Source: an optimization exercise on an open RTL-to-GDS flow (aim: a short achievable clock period and few clock cycles). Production flows keep margins and buffers that such runs may drop. Function was checked by simulation only, so behaviour that the tests miss may differ from the original.

$ cat design/flow/run.sh
#!/bin/bash
# synth_recipe.tcl (not shown) runs the flow's synth.tcl, then flattens the netlist and writes it again
# the make line also repeats each setting of config.mk as NAME=value (left out here)
make -C /OpenROAD-flow-scripts/flow DESIGN_CONFIG=/design/flow/config.mk WORK_HOME=/design/flow/orfs CLKGATE_MAP_FILE= SYNTH_SCRIPT=/design/flow/synth_recipe.tcl finish
$ cat design/flow/config.mk
export PLATFORM = sky130hd
export DESIGN_NAME = core_top
export DESIGN_NICKNAME = core_top
export VERILOG_FILES = /design/flow/design.v
export SDC_FILE = /design/flow/constraint.sdc
export NUM_CORES = 4
export LEC_CHECK = 0
export CAP_MARGIN = 20
export CORE_MARGIN = 2
export CORE_UTILIZATION = 40
export SLEW_MARGIN = 20
$ cat design/flow/constraint.sdc
create_clock -name core_clock -period 15.0 [get_ports {CLK}]
set_input_delay 3.0000 -clock core_clock [delete_from_list [all_inputs] [get_ports {CLK}]]
set_output_delay 3.0000 -clock core_clock [all_outputs]
set_load 0.01 [all_outputs]
$ cat design/flow/design.v
`default_nettype none
package isa_pkg;
    typedef logic [2:0] reg_idx_t;
    typedef enum logic [3:0] {
        OP_MISC  = 4'b0000,
        OP_ARITH = 4'b0001,   
        OP_LOGIC = 4'b0010,   
        OP_MEM   = 4'b0011,   
        OP_MOVLL = 4'b0100,
        OP_MOVLH = 4'b0101,
        OP_MOVHL = 4'b0110,
        OP_MOVHH = 4'b0111
    } opcode_e;
    typedef enum logic [4:0] {
        FN_END    = 5'b00000,
        FN_NOP    = 5'b00011,
        FN_OUT    = 5'b01100,
        FN_MOV    = 5'b10000,
        FN_NOT    = 5'b10001,
        FN_NEG    = 5'b10010,
        FN_LDRAML = 5'b11000,
        FN_LDRAMH = 5'b11001
    } misc_func_e;
    typedef enum logic [2:0] {
        CND_JMP  = 3'b001,
        CND_JEZ  = 3'b010,
        CND_JNZ  = 3'b011,
        CND_JAZ  = 3'b100,
        CND_JBZ  = 3'b101,
        CND_JAEZ = 3'b110,
        CND_JBEZ = 3'b111
    } cond_e;
    typedef struct packed {
        logic       branch;   
        opcode_e    opcode;
        reg_idx_t   dst;
        reg_idx_t   src0;
        reg_idx_t   src1;
        logic [1:0] func;
    } reg_fmt_t;
    typedef struct packed {
        logic               branch;
        cond_e              cond;
        logic [12-1:0] target;
    } br_fmt_t;
    typedef union packed {
        reg_fmt_t r;
        br_fmt_t  b;
    } instr_u;
endpackage
`default_nettype wire
`default_nettype none
package core_pkg;
    typedef struct packed {
        logic [12-1:0]  addr;
        logic [16-1:0] wdata;
        logic                we;
    } mem_req_t;
    typedef struct packed {
        logic [16-1:0] rdata;
    } mem_rsp_t;
    typedef enum logic [3:0] {
        ALU_PASS, ALU_NOT, ALU_NEG,
        ALU_ADD, ALU_SUB, ALU_MUL, ALU_SAR,
        ALU_AND, ALU_OR, ALU_XOR, ALU_ROL
    } alu_op_e;
    typedef struct packed {
        alu_op_e           alu_op;
        logic [2:0]        ra0;
        logic [2:0]        ra1;
        logic [2:0]        wa;
        logic              we_h;
        logic              we_l;
        logic              imm;     
        logic [1:0]        lane;
        logic              load;
        logic              store;
        logic              out;
        logic              jump;
        logic              halt;
        logic              hsel;    
    } dec_t;
    typedef enum logic [2:0] {
        ST_FETCH, ST_WAIT_INSTR, ST_EXEC, ST_WAIT_LOAD,
        ST_WAIT_STORE, ST_WAIT_OUT, ST_HALT
    } seq_state_e;
endpackage
`default_nettype wire
`timescale 1ns/1ps
`default_nettype none
module ks_add32
(
    input  wire [31:0]  x,
    input  wire [31:0]  y,
    input  wire         cin,
    output logic [31:0] s
);
    wire [31:0] g [0:5];
    wire [31:0] p [0:5];
    assign g[0] = {x[31:1] & y[31:1], (x[0] & y[0]) | ((x[0] ^ y[0]) & cin)};
    assign p[0] = x ^ y;
    genvar l, i;
    generate
        for (l = 0; l < 5; l = l + 1) begin : g_lvl
            for (i = 0; i < 32; i = i + 1) begin : g_bit
                if (i >= (1 << l)) begin : g_op
                    assign g[l+1][i] = g[l][i] | (p[l][i] & g[l][i - (1 << l)]);
                    assign p[l+1][i] = p[l][i] & p[l][i - (1 << l)];
                end else begin : g_pass
                    assign g[l+1][i] = g[l][i];
                    assign p[l+1][i] = p[l][i];
                end
            end
        end
    endgenerate
    assign s = (x ^ y) ^ {g[5][30:0], cin};
endmodule
module alu
(
    input  wire [31:0]  a,
    input  wire [31:0]  b,
    input  wire         op_sub,
    input  wire         op_neg,
    input  wire         sel_sum,
    input  wire         sel_a,
    input  wire         sel_not,
    input  wire         sel_and,
    input  wire         sel_or,
    input  wire         sel_xor,
    input  wire         sel_sar,
    input  wire         sel_rol,
    output logic [31:0] result
);
    logic [31:0] x;
    logic [31:0] y;
    logic [31:0] sum;
    logic [4:0]  sh;
    logic [31:0] sar;
    logic [63:0] rot;
    assign x  = a ^ {32{op_neg}};
    assign y  = (b ^ {32{op_sub}}) & {32{!op_neg}};
    assign sh = b[4:0];
    ks_add32 u_add (.x(x), .y(y), .cin(op_sub | op_neg), .s(sum));
    assign sar = $signed(a) >>> sh;
    assign rot = {a, a} << sh;
    assign result = ({32{sel_sum}} & sum)
                  | ({32{sel_a}}   & a)
                  | ({32{sel_not}} & ~a)
                  | ({32{sel_and}} & (a & b))
                  | ({32{sel_or}}  & (a | b))
                  | ({32{sel_xor}} & (a ^ b))
                  | ({32{sel_sar}} & sar)
                  | ({32{sel_rol}} & rot[63:32]);
endmodule
module csa32
(
    input  wire [31:0]  x,
    input  wire [31:0]  y,
    input  wire [31:0]  z,
    output logic [31:0] s,
    output logic [31:0] c
);
    assign s = x ^ y ^ z;
    assign c = {((x[30:0] & y[30:0]) | (x[30:0] & z[30:0]) | (y[30:0] & z[30:0])), 1'b0};
endmodule
module mul_stage1
(
    input  wire [31:0]   a,
    input  wire [31:0]   b,
    output logic [191:0] rows
);
    wire [31:0] pp [0:16];
    wire [31:0] l1 [0:11];
    wire [31:0] l2 [0:7];
    wire [15:0] negs;
    wire [32:0] bx;
    assign bx = {b, 1'b0};
    genvar i, k;
    generate
        for (i = 0; i < 16; i = i + 1) begin : g_booth
            wire b2  = bx[2*i+2];
            wire b1  = bx[2*i+1];
            wire b0  = bx[2*i];
            wire one = b1 ^ b0;
            wire two = (b2 & !b1 & !b0) | (!b2 & b1 & b0);
            wire neg = b2 & !(b1 & b0);
            wire [31:0] mag = ({32{one}} & a) | ({32{two}} & {a[30:0], 1'b0});
            wire [31:0] row = mag ^ {32{neg}};
            if (i == 0) begin : g_r0
                assign pp[i] = row;
            end else begin : g_rn
                assign pp[i] = {row[31-2*i:0], {(2*i){1'b0}}};
            end
            assign negs[i] = neg;
        end
        for (i = 0; i < 16; i = i + 1) begin : g_negrow
            assign pp[16][2*i]   = negs[i];
            assign pp[16][2*i+1] = 1'b0;
        end
        for (k = 0; k < 5; k = k + 1) begin : g_l1
            csa32 u (.x(pp[3*k]), .y(pp[3*k+1]), .z(pp[3*k+2]), .s(l1[2*k]), .c(l1[2*k+1]));
        end
        assign l1[10] = pp[15];
        assign l1[11] = pp[16];
        for (k = 0; k < 4; k = k + 1) begin : g_l2
            csa32 u (.x(l1[3*k]), .y(l1[3*k+1]), .z(l1[3*k+2]), .s(l2[2*k]), .c(l2[2*k+1]));
        end
        for (k = 0; k < 2; k = k + 1) begin : g_l3
            csa32 u (.x(l2[3*k]), .y(l2[3*k+1]), .z(l2[3*k+2]),
                     .s(rows[64*k +: 32]), .c(rows[64*k+32 +: 32]));
        end
    endgenerate
    assign rows[128 +: 32] = l2[6];
    assign rows[160 +: 32] = l2[7];
endmodule
module mul_stage2
(
    input  wire [191:0] rows,
    output logic [31:0] p
);
    wire [31:0] l4 [0:3];
    wire [31:0] l5 [0:2];
    wire [31:0] s6;
    wire [31:0] c6;
    csa32 u_a (.x(rows[0 +: 32]),  .y(rows[32 +: 32]),  .z(rows[64 +: 32]),  .s(l4[0]), .c(l4[1]));
    csa32 u_b (.x(rows[96 +: 32]), .y(rows[128 +: 32]), .z(rows[160 +: 32]), .s(l4[2]), .c(l4[3]));
    csa32 u_c (.x(l4[0]), .y(l4[1]), .z(l4[2]), .s(l5[0]), .c(l5[1]));
    assign l5[2] = l4[3];
    csa32 u_d (.x(l5[0]), .y(l5[1]), .z(l5[2]), .s(s6), .c(c6));
    ks_add32 u_add (.x(s6), .y(c6), .cin(1'b0), .s(p));
endmodule
`default_nettype wire
`timescale 1ns/1ps
`default_nettype none
module reg_file
(
    input  wire                 CLK,
    input  wire                 rst_n,
    input  wire [2:0]           ra0,
    input  wire [2:0]           ra1,
    input  wire                 e_we,
    input  wire [3:0]           e_be,
    input  wire [2:0]           e_wa,
    input  wire [31:0]          e_wd,
    input  wire                 m_we,
    input  wire [2:0]           m_wa,
    input  wire [31:0]          m_wd,
    input  wire                 l_we,
    input  wire                 l_hi,
    input  wire [2:0]           l_wa,
    input  wire [15:0]          l_wd,
    output logic [31:0]         rd0,
    output logic [31:0]         rd1,
    output logic [31:0]         r5
);
    logic [31:0] regs [8];
    always_ff @(posedge CLK or negedge rst_n) begin
        if (!rst_n) begin
            for (int i = 0; i < 8; i++) begin
                regs[i] <= '0;
            end
        end else begin
            for (int i = 0; i < 8; i++) begin
                for (int l = 0; l < 4; l++) begin
                    if (e_we && e_wa == 3'(i) && e_be[l]) begin
                        regs[i][8*l +: 8] <= e_wd[8*l +: 8];
                    end else if (m_we && m_wa == 3'(i)) begin
                        regs[i][8*l +: 8] <= m_wd[8*l +: 8];
                    end else if (l_we && l_wa == 3'(i) && (l_hi == l[1])) begin
                        regs[i][8*l +: 8] <= l_wd[8*l[0] +: 8];
                    end
                end
            end
        end
    end
    assign rd0 = regs[ra0];
    assign rd1 = regs[ra1];
    assign r5  = regs[5];
endmodule
`default_nettype wire
`timescale 1ns/1ps
`default_nettype none
`default_nettype wire
`timescale 1ns/1ps
`default_nettype none
`default_nettype wire
`timescale 1ns/1ps
`default_nettype none
module core_top
(
    input  wire                 CLK,
    input  wire                 rst_n,
    input  wire                 mem_req_ready,
    input  wire core_pkg::mem_rsp_t       mem_rsp,
    input  wire                 mem_rsp_valid,
    input  wire                 out_ready,
    output core_pkg::mem_req_t            mem_req,
    output logic                mem_req_valid,
    output logic [32-1:0]  out_data,
    output logic                out_valid,
    output logic                halted
);
    localparam int IBD = 4;   
    localparam int TQD = 4;   
    function automatic logic br_eval(input logic [2:0] c, input logic z, input logic n);
        case (c)
            3'd0:    br_eval = 1'b0;
            3'd1:    br_eval = 1'b1;
            3'd2:    br_eval = z;
            3'd3:    br_eval = !z;
            3'd4:    br_eval = !z && !n;
            3'd5:    br_eval = n;
            3'd6:    br_eval = !n;
            default: br_eval = z || n;
        endcase
    endfunction
    function automatic logic writes_r5(input logic [15:0] i);
        logic wr;
        wr = 1'b0;
        if (!i[15]) begin
            case (i[14:11])
                4'b0000: wr = (i[4:0] == 5'b10000) || (i[4:0] == 5'b10001) || (i[4:0] == 5'b10010) ||
                              (i[4:0] == 5'b11000) || (i[4:0] == 5'b11001);
                4'b0001, 4'b0010, 4'b0100, 4'b0101, 4'b0110, 4'b0111: wr = 1'b1;
                default: wr = 1'b0;
            endcase
        end
        writes_r5 = wr && (i[10:8] == 3'd5);
    endfunction
    logic [11:0]  fpc;                
    logic         rq_fetch;           
    logic         rq_load;            
    logic         rq_store;           
    logic [2:0]   rq_dst;             
    logic         rq_hi;              
    logic [3:0]   tq_fetch;
    logic [3:0]   tq_live;
    logic [11:0]  tq_pc  [TQD];
    logic [2:0]   tq_dst [TQD];
    logic [3:0]   tq_hi;
    logic [1:0]   tq_head;
    logic [1:0]   tq_tail;
    logic [2:0]   tq_cnt;
    logic [2:0]   lf_cnt;             
    logic [15:0]  ib_ins [IBD];
    logic [11:0]  ib_pc1 [IBD];       
    logic [IBD-1:0] ib_pred;          
    logic [IBD-1:0] ib_wr5;
    logic [2:0]   ib_cnt;
    logic [7:0]   pend_ld;            
    logic         m2_v;
    logic [2:0]   m2_dst;
    logic [191:0] m2_rows;
    logic [31:0]  ra;
    logic [31:0]  rb;
    logic [31:0]  r5;
    logic         r5z;
    logic         r5n;
    logic         acc;
    logic         rq_read;
    logic         rq_data;
    assign acc     = mem_req_valid && mem_req_ready;
    assign rq_read = mem_req_valid && (rq_fetch || rq_load);
    assign rq_data = mem_req_valid && (rq_load || rq_store);
    logic         rsp_v;
    logic         rsp_ins;
    logic         rsp_ld;
    logic [15:0]  rw;
    assign rw      = mem_rsp.rdata;
    assign rsp_v   = mem_rsp_valid && (tq_cnt != 3'd0);
    assign rsp_ins = rsp_v && tq_fetch[tq_head] && tq_live[tq_head];
    assign rsp_ld  = rsp_v && !tq_fetch[tq_head];
    logic [15:0]  w;
    logic         ir_v;
    logic [3:0]   op;
    logic [2:0]   fd;
    logic [2:0]   fs0;
    logic [2:0]   fs1;
    logic [1:0]   ff;
    logic [4:0]   fn;
    logic         e_br, e_misc, e_end, e_out, e_mov, e_not, e_neg, e_ld, e_ari, e_mul, e_log, e_st, e_imm;
    logic         rd_a, rd_b, wr_alu, wr_d;
    assign w      = ib_ins[0];
    assign ir_v   = (ib_cnt != 3'd0);
    assign op     = w[14:11];
    assign fd     = w[10:8];
    assign fs0    = w[7:5];
    assign fs1    = w[4:2];
    assign ff     = w[1:0];
    assign fn     = w[4:0];
    assign e_br   = w[15];
    assign e_misc = !w[15] && (op == 4'b0000);
    assign e_end  = e_misc && (fn == 5'b00000);
    assign e_out  = e_misc && (fn == 5'b01100);
    assign e_mov  = e_misc && (fn == 5'b10000);
    assign e_not  = e_misc && (fn == 5'b10001);
    assign e_neg  = e_misc && (fn == 5'b10010);
    assign e_ld   = e_misc && (fn[4:1] == 4'b1100);
    assign e_ari  = !w[15] && (op == 4'b0001);
    assign e_mul  = e_ari && (ff == 2'd2);
    assign e_log  = !w[15] && (op == 4'b0010);
    assign e_st   = !w[15] && (op == 4'b0011) && !ff[1];
    assign e_imm  = !w[15] && (op[3:2] == 2'b01);
    assign rd_a   = e_out || e_mov || e_not || e_neg || e_ld || e_ari || e_log || e_st;
    assign rd_b   = e_ari || e_log || e_st;
    assign wr_alu = e_mov || e_not || e_neg || (e_ari && !e_mul) || e_log;
    assign wr_d   = wr_alu || e_mul || e_imm || e_ld;
    logic [7:0]   busy;
    logic         haz;
    logic         port_ok;
    logic         tq_ok;
    logic         out_ok;
    logic         st_done;
    logic         e_can;
    logic         e_fire;
    logic         e_data;
    logic         halt_now;
    assign busy     = pend_ld | (m2_v ? (8'b1 << m2_dst) : 8'b0);
    assign haz      = (rd_a && busy[fs0]) || (rd_b && busy[fs1]) || (wr_d && busy[fd]) || (e_br && busy[5]);
    assign port_ok  = !rq_data || mem_req_ready;
    assign tq_ok    = (tq_cnt + {2'b0, rq_read}) <= 3'(TQD - 1);
    assign out_ok   = !out_valid || out_ready;
    assign st_done  = !(mem_req_valid && rq_store) || mem_req_ready;
    assign e_can    = ir_v && !haz && !halted;
    assign e_fire   = e_can && (!(e_ld || e_st) || port_ok) && (!e_ld || tq_ok) &&
                      (!e_out || out_ok) && (!e_end || (st_done && out_ok));
    assign e_data   = e_fire && (e_ld || e_st);
    assign halt_now = e_fire && e_end;
    logic         e_take;
    logic         e_redir;
    logic [11:0]  e_tgt;
    logic         haz5;
    logic [7:0]   pv;
    logic         d_redir;
    logic         kill;
    assign r5z     = (r5 == 32'd0);
    assign r5n     = r5[31];
    assign e_take  = br_eval(w[14:12], r5z, r5n);
    assign e_redir = e_can && e_br && (e_take != ib_pred[0]);
    assign e_tgt   = e_take ? w[11:0] : ib_pc1[0];
    always_comb begin
        haz5 = busy[5];
        for (int i = 0; i < IBD; i++) begin
            if (3'(i) < ib_cnt && ib_wr5[i]) begin
                haz5 = 1'b1;
            end
        end
        for (int c = 0; c < 8; c++) begin
            pv[c] = (c == 1) || ((c != 0) && (haz5 || br_eval(3'(c), r5z, r5n)));
        end
    end
    assign d_redir = rsp_ins && rw[15] && pv[rw[14:12]];
    assign kill    = e_redir || d_redir;
    logic [31:0]  alu_res;
    logic [191:0] m1_rows;
    logic [31:0]  mul_res;
    logic         e_wen;
    logic [3:0]   e_be;
    logic [31:0]  e_wd;
    reg_file u_rf (
        .CLK(CLK), .rst_n(rst_n), .ra0(fs0), .ra1(fs1),
        .e_we(e_wen), .e_be(e_be), .e_wa(fd), .e_wd(e_wd),
        .m_we(m2_v), .m_wa(m2_dst), .m_wd(mul_res),
        .l_we(rsp_ld), .l_hi(tq_hi[tq_head]), .l_wa(tq_dst[tq_head]), .l_wd(rw),
        .rd0(ra), .rd1(rb), .r5(r5)
    );
    alu u_alu (
        .a(ra), .b(rb),
        .op_sub(e_ari && (ff == 2'd1)), .op_neg(e_neg),
        .sel_sum((e_ari && !ff[1]) || e_neg), .sel_a(e_mov), .sel_not(e_not),
        .sel_and(e_log && (ff == 2'd0)), .sel_or(e_log && (ff == 2'd1)),
        .sel_xor(e_log && (ff == 2'd2)), .sel_sar(e_ari && (ff == 2'd3)),
        .sel_rol(e_log && (ff == 2'd3)),
        .result(alu_res)
    );
    mul_stage1 u_mul1 (.a(ra), .b(rb), .rows(m1_rows));
    mul_stage2 u_mul2 (.rows(m2_rows), .p(mul_res));
    assign e_wen = e_can && (wr_alu || e_imm);
    assign e_be  = e_imm ? (4'b0001 << op[1:0]) : 4'b1111;
    assign e_wd  = e_imm ? {4{w[7:0]}} : alu_res;
    logic         credit_ok;
    logic         fetch_ok;
    logic [11:0]  fpc_next;
    assign credit_ok = ({1'b0, ib_cnt} + {1'b0, lf_cnt} + {3'b0, mem_req_valid && rq_fetch}) <= 4'(IBD - 1);
    assign fetch_ok  = (credit_ok || e_redir) && tq_ok;
    always_comb begin
        if (e_redir) begin
            fpc_next = e_tgt;
        end else if (d_redir) begin
            fpc_next = rw[11:0];
        end else if (acc && rq_fetch) begin
            fpc_next = fpc + 12'd1;
        end else begin
            fpc_next = fpc;
        end
    end
    always_ff @(posedge CLK or negedge rst_n) begin
        if (!rst_n) begin
            fpc           <= 12'h008;
            mem_req_valid <= 1'b1;
            mem_req       <= {12'h008, 16'h0, 1'b0};
            rq_fetch      <= 1'b1;
            rq_load       <= 1'b0;
            rq_store      <= 1'b0;
            rq_dst        <= 3'd0;
            rq_hi         <= 1'b0;
        end else begin
            fpc <= fpc_next;
            if (halted || halt_now) begin
                mem_req_valid <= 1'b0;
                rq_fetch      <= 1'b0;
                rq_load       <= 1'b0;
                rq_store      <= 1'b0;
            end else if (e_data) begin
                mem_req_valid <= 1'b1;
                rq_fetch      <= 1'b0;
                rq_load       <= e_ld;
                rq_store      <= e_st;
                rq_dst        <= fd;
                rq_hi         <= fn[0];
                if (e_ld) begin
                    mem_req <= {ra[11:0], 16'h0, 1'b0};
                end else begin
                    mem_req <= {rb[11:0], ff[0] ? ra[31:16] : ra[15:0], 1'b1};
                end
            end else if (rq_data && !mem_req_ready) begin
                mem_req_valid <= 1'b1;
            end else if (fetch_ok) begin
                mem_req_valid <= 1'b1;
                rq_fetch      <= 1'b1;
                rq_load       <= 1'b0;
                rq_store      <= 1'b0;
                mem_req       <= {fpc_next, 16'h0, 1'b0};
            end else begin
                mem_req_valid <= 1'b0;
                rq_fetch      <= 1'b0;
                rq_load       <= 1'b0;
                rq_store      <= 1'b0;
            end
        end
    end
    logic tq_push;
    logic tq_pop;
    assign tq_push = acc && (rq_fetch || rq_load);
    assign tq_pop  = rsp_v;
    always_ff @(posedge CLK or negedge rst_n) begin
        if (!rst_n) begin
            tq_head  <= 2'd0;
            tq_tail  <= 2'd0;
            tq_cnt   <= 3'd0;
            tq_live  <= 4'd0;
            tq_fetch <= 4'd0;
            lf_cnt   <= 3'd0;
        end else begin
            if (kill) begin
                tq_live <= 4'd0;
            end
            if (tq_push) begin
                tq_fetch[tq_tail] <= rq_fetch;
                tq_live[tq_tail]  <= rq_fetch && !kill;
                tq_hi[tq_tail]    <= rq_hi;
                tq_tail           <= tq_tail + 2'd1;
            end
            if (tq_pop) begin
                tq_head <= tq_head + 2'd1;
            end
            tq_cnt <= tq_cnt + {2'b0, tq_push} - {2'b0, tq_pop};
            if (kill) begin
                lf_cnt <= 3'd0;
            end else begin
                lf_cnt <= lf_cnt + {2'b0, tq_push && rq_fetch} - {2'b0, rsp_ins};
            end
        end
    end
    always_ff @(posedge CLK) begin
        if (tq_push) begin
            tq_pc[tq_tail]  <= mem_req[28:17];
            tq_dst[tq_tail] <= rq_dst;
        end
    end
    logic         ib_push;
    logic [2:0]   ib_slot;
    logic [11:0]  rsp_pc1;
    assign ib_push = rsp_ins && !e_redir;
    assign ib_slot = ib_cnt - {2'b0, e_fire};
    assign rsp_pc1 = tq_pc[tq_head] + 12'd1;
    always_ff @(posedge CLK or negedge rst_n) begin
        if (!rst_n) begin
            ib_cnt  <= 3'd0;
            ib_pred <= '0;
            ib_wr5  <= '0;
        end else begin
            if (e_redir) begin
                ib_cnt <= 3'd0;
            end else begin
                ib_cnt <= ib_cnt - {2'b0, e_fire} + {2'b0, ib_push};
            end
            for (int i = 0; i < IBD; i++) begin
                if (ib_push && ib_slot == 3'(i)) begin
                    ib_pred[i] <= rw[15] && pv[rw[14:12]];
                    ib_wr5[i]  <= writes_r5(rw);
                end else if (e_fire && i < IBD - 1) begin
                    ib_pred[i] <= ib_pred[i+1];
                    ib_wr5[i]  <= ib_wr5[i+1];
                end
            end
        end
    end
    always_ff @(posedge CLK) begin
        for (int i = 0; i < IBD; i++) begin
            if (ib_push && ib_slot == 3'(i)) begin
                ib_ins[i] <= rw;
                ib_pc1[i] <= rsp_pc1;
            end else if (e_fire && i < IBD - 1) begin
                ib_ins[i] <= ib_ins[i+1];
                ib_pc1[i] <= ib_pc1[i+1];
            end
        end
    end
    always_ff @(posedge CLK or negedge rst_n) begin
        if (!rst_n) begin
            pend_ld   <= 8'd0;
            m2_v      <= 1'b0;
            out_valid <= 1'b0;
            halted    <= 1'b0;
        end else begin
            for (int i = 0; i < 8; i++) begin
                if (e_fire && e_ld && fd == 3'(i)) begin
                    pend_ld[i] <= 1'b1;
                end else if (rsp_ld && tq_dst[tq_head] == 3'(i)) begin
                    pend_ld[i] <= 1'b0;
                end
            end
            m2_v <= e_can && e_mul;
            if (halt_now) begin
                halted <= 1'b1;
            end
            if (e_fire && e_out) begin
                out_valid <= 1'b1;
            end else if (out_ready) begin
                out_valid <= 1'b0;
            end
        end
    end
    always_ff @(posedge CLK) begin
        if (e_can && e_mul) begin
            m2_rows <= m1_rows;
            m2_dst  <= fd;
        end
        if (e_fire && e_out) begin
            out_data <= ra;
        end
    end
endmodule
`default_nettype wire
==> results of run 1 <==
[cells in the mapped netlist (all sizes together), types with 16 or more instances]
| master | instances |
|---|---|
| o22ai | 61 |
| mux2i | 387 |
| nand2 | 535 |
| and3 | 47 |
| fa | 203 |
| a21oi | 292 |
| xor2 | 117 |
| a22o | 44 |
| o211ai | 237 |
| or2 | 16 |
| xnor2 | 264 |
| nand3b | 27 |
| a31oi | 35 |
| nand3 | 102 |
| buf | 198 |
| mux2 | 132 |
| nand2b | 44 |
| a221oi | 61 |
| clkbuf | 302 |
| nor3 | 107 |
| o2bb2ai | 35 |
| or3 | 17 |
| nor4 | 19 |
| a21o | 69 |
| o31ai | 29 |
| inv | 359 |
| nor2 | 332 |
| o221ai | 26 |
| a22oi | 242 |
| nor2b | 43 |
| edfxtp | 323 |
| ha | 231 |
| mux4 | 38 |
| a2111oi | 22 |
| and2 | 27 |
| dfrtp | 341 |
| o21ai | 406 |
| nand4 | 22 |
| a211oi | 115 |
[routing by layer]
metal / GRT usage / vias up / wire [um]
li1: - / 22110 / -
met1: 0.4700 / 26110 / 105800
met2: 0.5151 / 3693 / 111400
met3: 0.1167 / 898 / 33970
met4: 0.2431 / 6 / 21600
met5: 0 / - / 34
[stage by stage]
step,area [um^2],util
global placement,60610,0.4234
detailed placement,60610,0.4235
finish,63360,0.4426
CTS,63310,0.4423
global route,63350,0.4426
floorplan,57440,-
[how the worst max path moves through the flow]
| stage | endpoint | slack [ns] | depth (start not counted) |
|---|---|---|---|
| after floorplan | m2_v | 1.09 | 8 |
| after global placement | u_rf.regs[5][30] | 7.13 | 21 |
| after detailed placement | u_rf.regs[3][22] | 7.00 | 21 |
| after CTS | u_rf.regs[3][22] | 6.93 | 21 |
| after global routing | u_rf.regs[5][30] | 6.31 | 21 |
| final | u_rf.regs[3][22] | 6.73 | 21 |
[state kept, by name, summed over array words and instances, names as in the netlist, 12 cells and up]
register and cells:
u_rf.regs 256, m2_rows 112, ib_ins 64, ib_pc1 48
tq_pc 48, out_data 32, mem_req 29, fpc 12
tq_dst 12
[kinds of logic after synthesis]
group                      Yosys count  share of synthesized area
DFF                                668                     0.3193
buffers and inverters              860                    0.06154
and+or+nand+nor                   1370                     0.1112
xor gates and xnor gates           382                    0.05849
muxes                              557                     0.1082
adders and majority gates          434                     0.1211
AOI/OAI and AO/OA                 1826                     0.2202
[final cells by class]
type	instances	area [um^2]	area share
clock buffers	117	2302	0.03634
diodes	4	10.01	0.0001580
well taps	1903	2381	0.03758
inverters	360	1351	0.02133
clock inverters	32	389.1	0.006142
multi-input cells	4569	36020	0.5685
flip-flops and latches	668	18340	0.2894
repair buffers	308	2567	0.04052
==> results.txt, run 1 <==
flops & latches, synth 668; Max-slew headroom 0.1262; worst-path cell chain nor3_1, nand2_1, nor4_1, nand2_2, buf_4, nand2_1, inv_1, a21oi_1, fa_1, inv_1, fa_1, a21o_1, a21oi_1, o21ai_0, a221oi_1, o21bai_1, a41o_1, xnor2_1, o211ai_1, nor3_2, o21ai_0; hold endpoint mem_req[0]; largest net degree at the start of global routing 112; Tot GR Track Use 0.3631; Final Setup Violations 0; Final Cycle Share 0.5515; critical path fanouts, max 33; Yosys warnings 14; clock latency (worst-skew pair) 0.75 ns; TritonCTS clock tree yes; Max Clk Rate 0.1209 GHz; Fin. Hold Viols 0; worst hold slack 0.4882 ns; global-route wire length before repair 381800 um; CTS sink cnt 668; critical path launch point ib_ins[0][15]; PnR worst setup slack 6.727 ns; top post-synthesis cells by area edfxtp_1, dfrtp_1, fa_1; drt pass-1 iters 8; hold buffers post-CTS 0; Distinct cells, synth 119; initial drt markers 7711; flop-to-flop setup slack 6.73 ns; Num CTS Buffers 80; Avg Inst Size Synth 9.420 um^2; Post-Syn Instances 6097; Routed Antenna Nets 0; r2r startpoint ib_ins[0][15]; dpl cells 7805; Max-Cap Viols 0; die height 382.9 um; syn nets 6552; register area share after synthesis 0.3193; CTS resizes 0; post-place setup slack 7.005 ns; mapped cell area 0.05744 mm^2; fin cells 7961; critical path class reg2reg; Startpoint Class flip-flop; CP max stage delay 0.87 ns; Setup TNS 0 ns; CP Capture Type flip-flop; H-Tree Depth 3; worst-margin pin slew 1.306 ns; worst r2r path cells 21; clock buffer depth 3; Cell Rows 139; Crit path arrival time 8.82 ns; drt drc 0; Hold Path Class reg2reg; Largest delay share family, worst path simple AND/OR/NAND/NOR gates; initial core utilization 0.4013; Worst Path Required 15.54 ns; min-delay src mem_req[0]; leading area contributor after synthesis edfxtp_1; Final Max Tran Viols 0; Final Critical Period 8.273 ns; Post-synth ARST share 0.5165; Fill cells 13620; RR Endpoint u_rf.regs[3][22]; initial antenna violation count 16; Clock transition at path regs 0.07 ns; drt via density 6.635; core area 0.1431 mm^2; outcome no timing/DRC/antenna violations; layout cells sized above 1 0.1151; Worst Hold Depth 1; CP Buf/Inv Count 3; Slowest-stage cell, CP nor4_1; P&R area growth vs syn 10.31%; Placer Congestion 1.082; vias in the first global route 50050; routed wire length per instance 34.26 um; number of synthesized flops with an enable pin 323; routed wire length 272700 um; ys flop type dfrtp_1; DIE WIDTH 382.9 um; RSZ-0062 raised after global routing false; die area 0.1466 mm^2; Layout Skew 0.06166 ns; global route overflow 0; HPWL after detailed placement 194500 um; IO Pins 85; IO Port Bufs 84; commonest non-fill, non-tap cell in the layout nand2_1; post-synth top area share 0.1689; Setup Buffers After CTS 0; most frequent cells in the layout nand2_1, mux2i_1, dfrtp_1; root buf cell clkbuf_16; Via Count 52820; Layout Nets 6442
Testbench counts, summed over its fixed seeds: cycles 77,667.
==> inputs of run 2 (changes only) <==
--- a/design/flow/design.v
+++ b/design/flow/design.v
@@ -304,2 +304,3 @@
     localparam int TQD = 4;   
+    localparam int NB  = 8;   
     function automatic logic br_eval(input logic [2:0] c, input logic z, input logic n);
@@ -340,2 +341,3 @@
     logic [3:0]   tq_hi;
+    logic [3:0]   tq_bp;              
     logic [1:0]   tq_head;
@@ -348,2 +350,9 @@
     logic [IBD-1:0] ib_wr5;
+    logic [IBD-1:0] ib_bp;
+    logic [NB-1:0]  bt_v;
+    logic [11:0]    bt_pc  [NB];
+    logic [11:0]    bt_tgt [NB];
+    logic [2:0]     bt_ptr;
+    logic           bt_hit;
+    logic [11:0]    bt_t;
     logic [2:0]   ib_cnt;
@@ -372,5 +381,53 @@
     assign rsp_ld  = rsp_v && !tq_fetch[tq_head];
+    localparam int C_BR = 0, C_END = 1, C_OUT = 2, C_LD = 3, C_ST = 4, C_MUL = 5, C_IMM = 6,
+                   C_RDA = 7, C_RDB = 8, C_WRALU = 9, C_WRD = 10, C_SUB = 11, C_NEG = 12,
+                   C_SUM = 13, C_A = 14, C_NOT = 15, C_AND = 16, C_OR = 17, C_XOR = 18,
+                   C_SAR = 19, C_ROL = 20, C_BE = 21, CW = 25;
+    function automatic logic [CW-1:0] decode(input logic [15:0] i);
+        logic [CW-1:0] c;
+        logic [3:0]    o;
+        logic [4:0]    f;
+        logic          misc, mov, inv, neg, ari, lgc, ld, st, mul, imm, out;
+        o    = i[14:11];
+        f    = i[4:0];
+        misc = !i[15] && (o == 4'b0000);
+        mov  = misc && (f == 5'b10000);
+        inv  = misc && (f == 5'b10001);
+        neg  = misc && (f == 5'b10010);
+        out  = misc && (f == 5'b01100);
+        ld   = misc && (f[4:1] == 4'b1100);
+        ari  = !i[15] && (o == 4'b0001);
+        lgc  = !i[15] && (o == 4'b0010);
+        st   = !i[15] && (o == 4'b0011) && !f[1];
+        mul  = ari && (f[1:0] == 2'd2);
+        imm  = !i[15] && (o[3:2] == 2'b01);
+        c           = '0;
+        c[C_BR]     = i[15];
+        c[C_END]    = misc && (f == 5'b00000);
+        c[C_OUT]    = out;
+        c[C_LD]     = ld;
+        c[C_ST]     = st;
+        c[C_MUL]    = mul;
+        c[C_IMM]    = imm;
+        c[C_RDA]    = out || mov || inv || neg || ld || ari || lgc || st;
+        c[C_RDB]    = ari || lgc || st;
+        c[C_WRALU]  = mov || inv || neg || (ari && !mul) || lgc;
+        c[C_WRD]    = mov || inv || neg || ari || lgc || imm || ld;
+        c[C_SUB]    = ari && (f[1:0] == 2'd1);
+        c[C_NEG]    = neg;
+        c[C_SUM]    = (ari && !f[1]) || neg;
+        c[C_A]      = mov;
+        c[C_NOT]    = inv;
+        c[C_AND]    = lgc && (f[1:0] == 2'd0);
+        c[C_OR]     = lgc && (f[1:0] == 2'd1);
+        c[C_XOR]    = lgc && (f[1:0] == 2'd2);
+        c[C_SAR]    = ari && (f[1:0] == 2'd3);
+        c[C_ROL]    = lgc && (f[1:0] == 2'd3);
+        c[C_BE +: 4] = imm ? (4'b0001 << o[1:0]) : 4'b1111;
+        decode = c;
+    endfunction
+    logic [CW-1:0] ib_ctl [IBD];
     logic [15:0]  w;
     logic         ir_v;
-    logic [3:0]   op;
+    logic [CW-1:0] ec;
     logic [2:0]   fd;
@@ -380,7 +437,7 @@
     logic [4:0]   fn;
-    logic         e_br, e_misc, e_end, e_out, e_mov, e_not, e_neg, e_ld, e_ari, e_mul, e_log, e_st, e_imm;
+    logic         e_br, e_end, e_out, e_ld, e_mul, e_st, e_imm;
     logic         rd_a, rd_b, wr_alu, wr_d;
     assign w      = ib_ins[0];
+    assign ec     = ib_ctl[0];
     assign ir_v   = (ib_cnt != 3'd0);
-    assign op     = w[14:11];
     assign fd     = w[10:8];
@@ -390,19 +447,13 @@
     assign fn     = w[4:0];
-    assign e_br   = w[15];
-    assign e_misc = !w[15] && (op == 4'b0000);
-    assign e_end  = e_misc && (fn == 5'b00000);
-    assign e_out  = e_misc && (fn == 5'b01100);
-    assign e_mov  = e_misc && (fn == 5'b10000);
-    assign e_not  = e_misc && (fn == 5'b10001);
-    assign e_neg  = e_misc && (fn == 5'b10010);
-    assign e_ld   = e_misc && (fn[4:1] == 4'b1100);
-    assign e_ari  = !w[15] && (op == 4'b0001);
-    assign e_mul  = e_ari && (ff == 2'd2);
-    assign e_log  = !w[15] && (op == 4'b0010);
-    assign e_st   = !w[15] && (op == 4'b0011) && !ff[1];
-    assign e_imm  = !w[15] && (op[3:2] == 2'b01);
-    assign rd_a   = e_out || e_mov || e_not || e_neg || e_ld || e_ari || e_log || e_st;
-    assign rd_b   = e_ari || e_log || e_st;
-    assign wr_alu = e_mov || e_not || e_neg || (e_ari && !e_mul) || e_log;
-    assign wr_d   = wr_alu || e_mul || e_imm || e_ld;
+    assign e_br   = ec[C_BR];
+    assign e_end  = ec[C_END];
+    assign e_out  = ec[C_OUT];
+    assign e_ld   = ec[C_LD];
+    assign e_mul  = ec[C_MUL];
+    assign e_st   = ec[C_ST];
+    assign e_imm  = ec[C_IMM];
+    assign rd_a   = ec[C_RDA];
+    assign rd_b   = ec[C_RDB];
+    assign wr_alu = ec[C_WRALU];
+    assign wr_d   = ec[C_WRD];
     logic [7:0]   busy;
@@ -451,3 +502,21 @@
     end
-    assign d_redir = rsp_ins && rw[15] && pv[rw[14:12]];
+    logic         d_pt;
+    logic         bp_h;
+    logic [11:0]  d_tgt;
+    logic [11:0]  rsp_pc1;
+    assign rsp_pc1 = tq_pc[tq_head] + 12'd1;
+    assign d_pt    = rw[15] && pv[rw[14:12]];
+    assign bp_h    = tq_bp[tq_head];
+    assign d_redir = rsp_ins && (bp_h ? !d_pt : d_pt);
+    assign d_tgt   = bp_h ? rsp_pc1 : rw[11:0];
+    always_comb begin
+        bt_hit = 1'b0;
+        bt_t   = 12'd0;
+        for (int i = 0; i < NB; i++) begin
+            if (bt_v[i] && bt_pc[i] == fpc) begin
+                bt_hit = 1'b1;
+                bt_t   = bt_t | bt_tgt[i];
+            end
+        end
+    end
     assign kill    = e_redir || d_redir;
@@ -468,7 +537,6 @@
         .a(ra), .b(rb),
-        .op_sub(e_ari && (ff == 2'd1)), .op_neg(e_neg),
-        .sel_sum((e_ari && !ff[1]) || e_neg), .sel_a(e_mov), .sel_not(e_not),
-        .sel_and(e_log && (ff == 2'd0)), .sel_or(e_log && (ff == 2'd1)),
-        .sel_xor(e_log && (ff == 2'd2)), .sel_sar(e_ari && (ff == 2'd3)),
-        .sel_rol(e_log && (ff == 2'd3)),
+        .op_sub(ec[C_SUB]), .op_neg(ec[C_NEG]),
+        .sel_sum(ec[C_SUM]), .sel_a(ec[C_A]), .sel_not(ec[C_NOT]),
+        .sel_and(ec[C_AND]), .sel_or(ec[C_OR]), .sel_xor(ec[C_XOR]),
+        .sel_sar(ec[C_SAR]), .sel_rol(ec[C_ROL]),
         .result(alu_res)
@@ -478,3 +546,3 @@
     assign e_wen = e_can && (wr_alu || e_imm);
-    assign e_be  = e_imm ? (4'b0001 << op[1:0]) : 4'b1111;
+    assign e_be  = ec[C_BE +: 4];
     assign e_wd  = e_imm ? {4{w[7:0]}} : alu_res;
@@ -489,5 +557,5 @@
         end else if (d_redir) begin
-            fpc_next = rw[11:0];
+            fpc_next = d_tgt;
         end else if (acc && rq_fetch) begin
-            fpc_next = fpc + 12'd1;
+            fpc_next = bt_hit ? bt_t : fpc + 12'd1;
         end else begin
@@ -561,2 +629,3 @@
                 tq_hi[tq_tail]    <= rq_hi;
+                tq_bp[tq_tail]    <= bt_hit;
                 tq_tail           <= tq_tail + 2'd1;
@@ -582,6 +651,4 @@
     logic [2:0]   ib_slot;
-    logic [11:0]  rsp_pc1;
     assign ib_push = rsp_ins && !e_redir;
     assign ib_slot = ib_cnt - {2'b0, e_fire};
-    assign rsp_pc1 = tq_pc[tq_head] + 12'd1;
     always_ff @(posedge CLK or negedge rst_n) begin
@@ -591,2 +658,3 @@
             ib_wr5  <= '0;
+            ib_bp   <= '0;
         end else begin
@@ -599,4 +667,5 @@
                 if (ib_push && ib_slot == 3'(i)) begin
-                    ib_pred[i] <= rw[15] && pv[rw[14:12]];
+                    ib_pred[i] <= d_pt;
                     ib_wr5[i]  <= writes_r5(rw);
+                    ib_bp[i]   <= bp_h;
                 end else if (e_fire && i < IBD - 1) begin
@@ -604,2 +673,3 @@
                     ib_wr5[i]  <= ib_wr5[i+1];
+                    ib_bp[i]   <= ib_bp[i+1];
                 end
@@ -612,2 +682,3 @@
                 ib_ins[i] <= rw;
+                ib_ctl[i] <= decode(rw);
                 ib_pc1[i] <= rsp_pc1;
@@ -615,2 +686,3 @@
                 ib_ins[i] <= ib_ins[i+1];
+                ib_ctl[i] <= ib_ctl[i+1];
                 ib_pc1[i] <= ib_pc1[i+1];
@@ -618,2 +690,19 @@
         end
+    end
+    logic bt_ins;
+    assign bt_ins = e_can && e_br && e_take && !ib_bp[0];
+    always_ff @(posedge CLK or negedge rst_n) begin
+        if (!rst_n) begin
+            bt_v   <= '0;
+            bt_ptr <= 3'd0;
+        end else if (bt_ins) begin
+            bt_v[bt_ptr] <= 1'b1;
+            bt_ptr       <= bt_ptr + 3'd1;
+        end
+    end
+    always_ff @(posedge CLK) begin
+        if (bt_ins) begin
+            bt_pc[bt_ptr]  <= ib_pc1[0] - 12'd1;
+            bt_tgt[bt_ptr] <= w[11:0];
+        end
     end
==> design/flow/flow/run.sh (new file) <==
#!/bin/bash
# Own flow: the standard layout (standard.sh), run with a larger setup
# slack margin for ORFS's repair_timing so that the resizer keeps working on
# paths well below the design's clock period. The SDC, the synthesis and
# every other step are the standard ones.
set -euo pipefail
MARGIN=${MARGIN:-10}
sed -e "s/CLKGATE_MAP_FILE= /CLKGATE_MAP_FILE= SETUP_SLACK_MARGIN=${MARGIN} /" standard.sh > standard_margin.sh
grep -q "SETUP_SLACK_MARGIN=${MARGIN}" standard_margin.sh
bash standard_margin.sh > flow_make.log 2>&1
==> design/flow/standard.sh (new file) <==
#!/bin/bash
# synth_recipe.tcl (not shown) runs the flow's synth.tcl, then flattens the netlist and writes it again
# the make line also repeats each setting of config.mk as NAME=value (left out here)
make -C /OpenROAD-flow-scripts/flow DESIGN_CONFIG=/design/flow/config.mk WORK_HOME=/design/flow/orfs CLKGATE_MAP_FILE= SYNTH_SCRIPT=/design/flow/synth_recipe.tcl "${@:-finish}"
--- a/design/flow/config.mk
+++ b/design/flow/config.mk
@@ -7,2 +7,3 @@
 export LEC_CHECK = 0
+export ABC_CLOCK_PERIOD_IN_PS = 4000
 export CAP_MARGIN = 20
@@ -11 +12,2 @@
 export SLEW_MARGIN = 20
+export TNS_END_PERCENT = 100
removed: design/flow/run.sh
==> results.txt, run 2 <==
outcome no timing/DRC/antenna violations; die area 0.1784 mm^2; Crit path arrival time 5.92 ns; Cell Rows 153; global route overflow 0; critical path fanouts, max 41; Distinct cells, synth 117; Fin. Hold Viols 0; hold buffers post-CTS 0; Final Setup Violations 0; Slowest-stage cell, CP o41ai_4; Layout Skew 0.08955 ns; layout cells sized above 1 0.2157; commonest non-fill, non-tap cell in the layout nand2_1; Worst Path Required 15.58 ns; Final Critical Period 5.344 ns; worst r2r path cells 23; clock buffer depth 3; Largest Register u_rf.regs; Setup TNS 0 ns; most frequent cells in the layout nand2_1, edfxtp_1, buf_4; Layout Nets 7888; worst-margin pin slew 1.300 ns; Via Count 66580; Placer Congestion 1.020; Avg Inst Size Synth 9.878 um^2; drt drc 0; fin util 0.5038; core area 0.1738 mm^2; Worst Hold Depth 2; mapped cell area 0.06999 mm^2; H-Tree Depth 3; number of synthesized flops with an enable pin 615; Clock transition at path regs 0.07 ns; Fill cells 15610; Startpoint Class flip-flop; Hold Path Class reg2reg; flop-to-flop setup slack 9.66 ns; Final Cycle Share 0.3563; die height 422.3 um; routed wire length per instance 36.45 um; largest net degree at the start of global routing 88; fin cells 9862; min-delay src tq_fetch[2]; clock latency (worst-skew pair) 0.82 ns; flops & latches, synth 975; CP max stage delay 0.41 ns; Max-Cap Viols 0; Final Max Tran Viols 0; syn nets 7546; most common cell in the synthesized netlist nand2_1; IO Pins 85; Routed Antenna Nets 0; RR Endpoint u_rf.regs[6][20]; post-synth top area share 0.2638; worst-path cell chain buf_12, buf_16, clkinv_2, buf_12, a22o_1, a221oi_2, nor2_4, buf_12, xnor2_4, fa_2, inv_2, fa_2, a21o_1, a31o_4, a21oi_4, o21ai_4, buf_6, buf_6, xnor2_4, o2111ai_2, o41ai_4, buf_6, o22ai_2; Max Clk Rate 0.1871 GHz; CP Buf/Inv Count 9; initial drt markers 11240; global-route wire length before repair 486200 um; top post-synthesis cells by area edfxtp_1, dfrtp_1, fa_1; r2r startpoint ib_ins[0][7]; Max-slew headroom 0.1302; biggest regs u_rf.regs x256, m2_rows x112, ib_ctl x100; drt via density 6.752; drt pass-1 iters 8; Post-Syn Instances 7086; leading area contributor after synthesis edfxtp_1; DIE WIDTH 422.3 um; vias in the first global route 61700; initial antenna violation count 20; Post-synth ARST share 0.3692; P&R area growth vs syn 25.11%; IO Port Bufs 84; Largest delay share family, worst path compound AO/OA/AOI/OAI gates; dpl cells 9193; Largest register FFs 256; critical path class reg2reg; routed wire length 359500 um; hold endpoint tq_fetch[2]; sequential cell area 0.02748 mm^2; CP Capture Type flip-flop; Tot GR Track Use 0.3833; critical path launch point ib_ins[0][7]; initial core utilization 0.4027; ys flop type edfxtp_1; TritonCTS clock tree yes; Yosys warnings 18; CTS sink cnt 975; RSZ-0062 raised after global routing true; root buf cell clkbuf_16; area of the multi-input gates 0.04216 mm^2; register area share after synthesis 0.3926; Num CTS Buffers 111; top cells by count, synth nand2_1, edfxtp_1, o21ai_0; HPWL after detailed placement 220600 um
[run 2: cell types whose count changed after synthesis, sizes merged, moves of 47 or more]
cell,change
a211oi,-47
a22oi,+79
edfxtp,+292
mux2i,-126
nand2,+391
o211ai,-96
o21ai,+59
xnor2,+157
[run 2: how the worst max path moves through the flow]
stage	end	slack, ns	cells past startpoint
2_1_floorplan	ib_bp[3]	8.38	12
3_3_place_gp	ib_ctl[2][11]	7.53	13
3_5_place_dp	u_rf.regs[2][19]	7.40	21
4_1_cts	u_rf.regs[6][20]	9.90	22
5_1_grt	u_rf.regs[5][26]	9.74	25
6_report	u_rf.regs[6][20]	9.66	23
[run 2: cells by family (layout without fill, tap and decap cells)]
group                      count (synthesis)  after routing  share of synthesized area
other                                      0             11                          0
DFF                                      975            975                     0.3926
and+or+nand+nor                         1842           1849                     0.1185
AOI/OAI and AO/OA                       1946           1948                     0.1890
xor gates and xnor gates                 514            514                    0.06451
muxes                                    451            451                    0.08082
adders and majority gates                439            439                     0.1002
buffers and inverters                    919           1350                    0.05431
[run 2: per-layer routing]
metal,routed length (um),global-route usage,share of wire,vias up
li1,-,-,-,26610
met5,477,0.008333,0.0013,-
met3,51680,0.1369,0.14,1409
met2,145100,0.5444,0.40,5647
met1,133200,0.4987,0.37,32900
met4,29030,0.2277,0.081,20
[run 2: cell type report]
class / count / share of cell area
Inverter: 374 / 0.01800
Timing Repair inverter: 3 / 0.0002429
Clock inverter: 73 / 0.009859
Tap cell: 2325 / 0.03322
Clock buffer: 138 / 0.03462
Timing Repair Buffer: 762 / 0.1085
Sequential cell: 975 / 0.3138
Multi-Input combinational cell: 5201 / 0.4814
Antenna cell: 11 / 0.0003143
[run 2: repair_timing]
item / CTS / global route
setup endpoints to repair: 971 / 716
setup buffers: 231 / 123
cloned: 67 / 25
pin swaps: 103 / 146
endpoints found under the hold margin: 0 / 0
gates resized for setup: 559 / 334
[run 2: per-stage QoR]
| step | hold slack, ns | worst slack [ns] | instance area, um^2 |
|---|---|---|---|
| floorplan | 0.4406 | 8.383 | 70870 |
| global placement | 0.4640 | 7.528 | 74140 |
| detailed placement | 0.4725 | 7.401 | 74180 |
| CTS | 0.4878 | 9.896 | 84440 |
| global route | 0.5241 | 9.741 | 87550 |
| finish | 0.4920 | 9.656 | 87570 |
[run 2: tightest hold or removal path: stages, from the launching register on]
cell     delay [ns]
dfrtp_1        0.35
nand2_1        0.05
nand2_1        0.05
Testbench counts of run 2, summed over its fixed seeds: cycles 74,108.

==> static timing again, ports no longer ideal <==
The results above use ideal ports. As a check the final layouts listed here were re-extracted and re-timed, cells and wires unchanged. Step 1 (the two cells are an assumption about what drives the block):
set clk [get_ports {CLK}]
set_driving_cell -lib_cell sky130_fd_sc_hd__clkbuf_16 $clk
set_driving_cell -lib_cell sky130_fd_sc_hd__buf_2 [delete_from_list [all_inputs] $clk]
Step 2 adds t to the input delays and takes it off the output delays; t is the mean of the earliest and latest rising clock arrival at the registers after step 1. Input paths then give back, and output paths get back, about the clock's delay inside the block. a / b / c = ideal ports / drivers / drivers and shift; a / b = the first two.
run	t (ns)	setup WS [ns]	worst hold slack (ns)	worst setup path at the end	slew at the worst register clock pin (ns)
run 1	0.801	6.727 / 6.727 / 6.727	0.488 / 0.488 / 0.488	register to register	0.07 / 0.07
run 2	0.857	9.656 / 9.656 / 9.085	0.492 / 0.492 / 0.492	input to register	0.07 / 0.07
After both steps setup and hold are still met in every run listed. The setup slack of run 2, which loses most, moves by 0.000 ns with the drivers and by -0.571 ns with both steps.
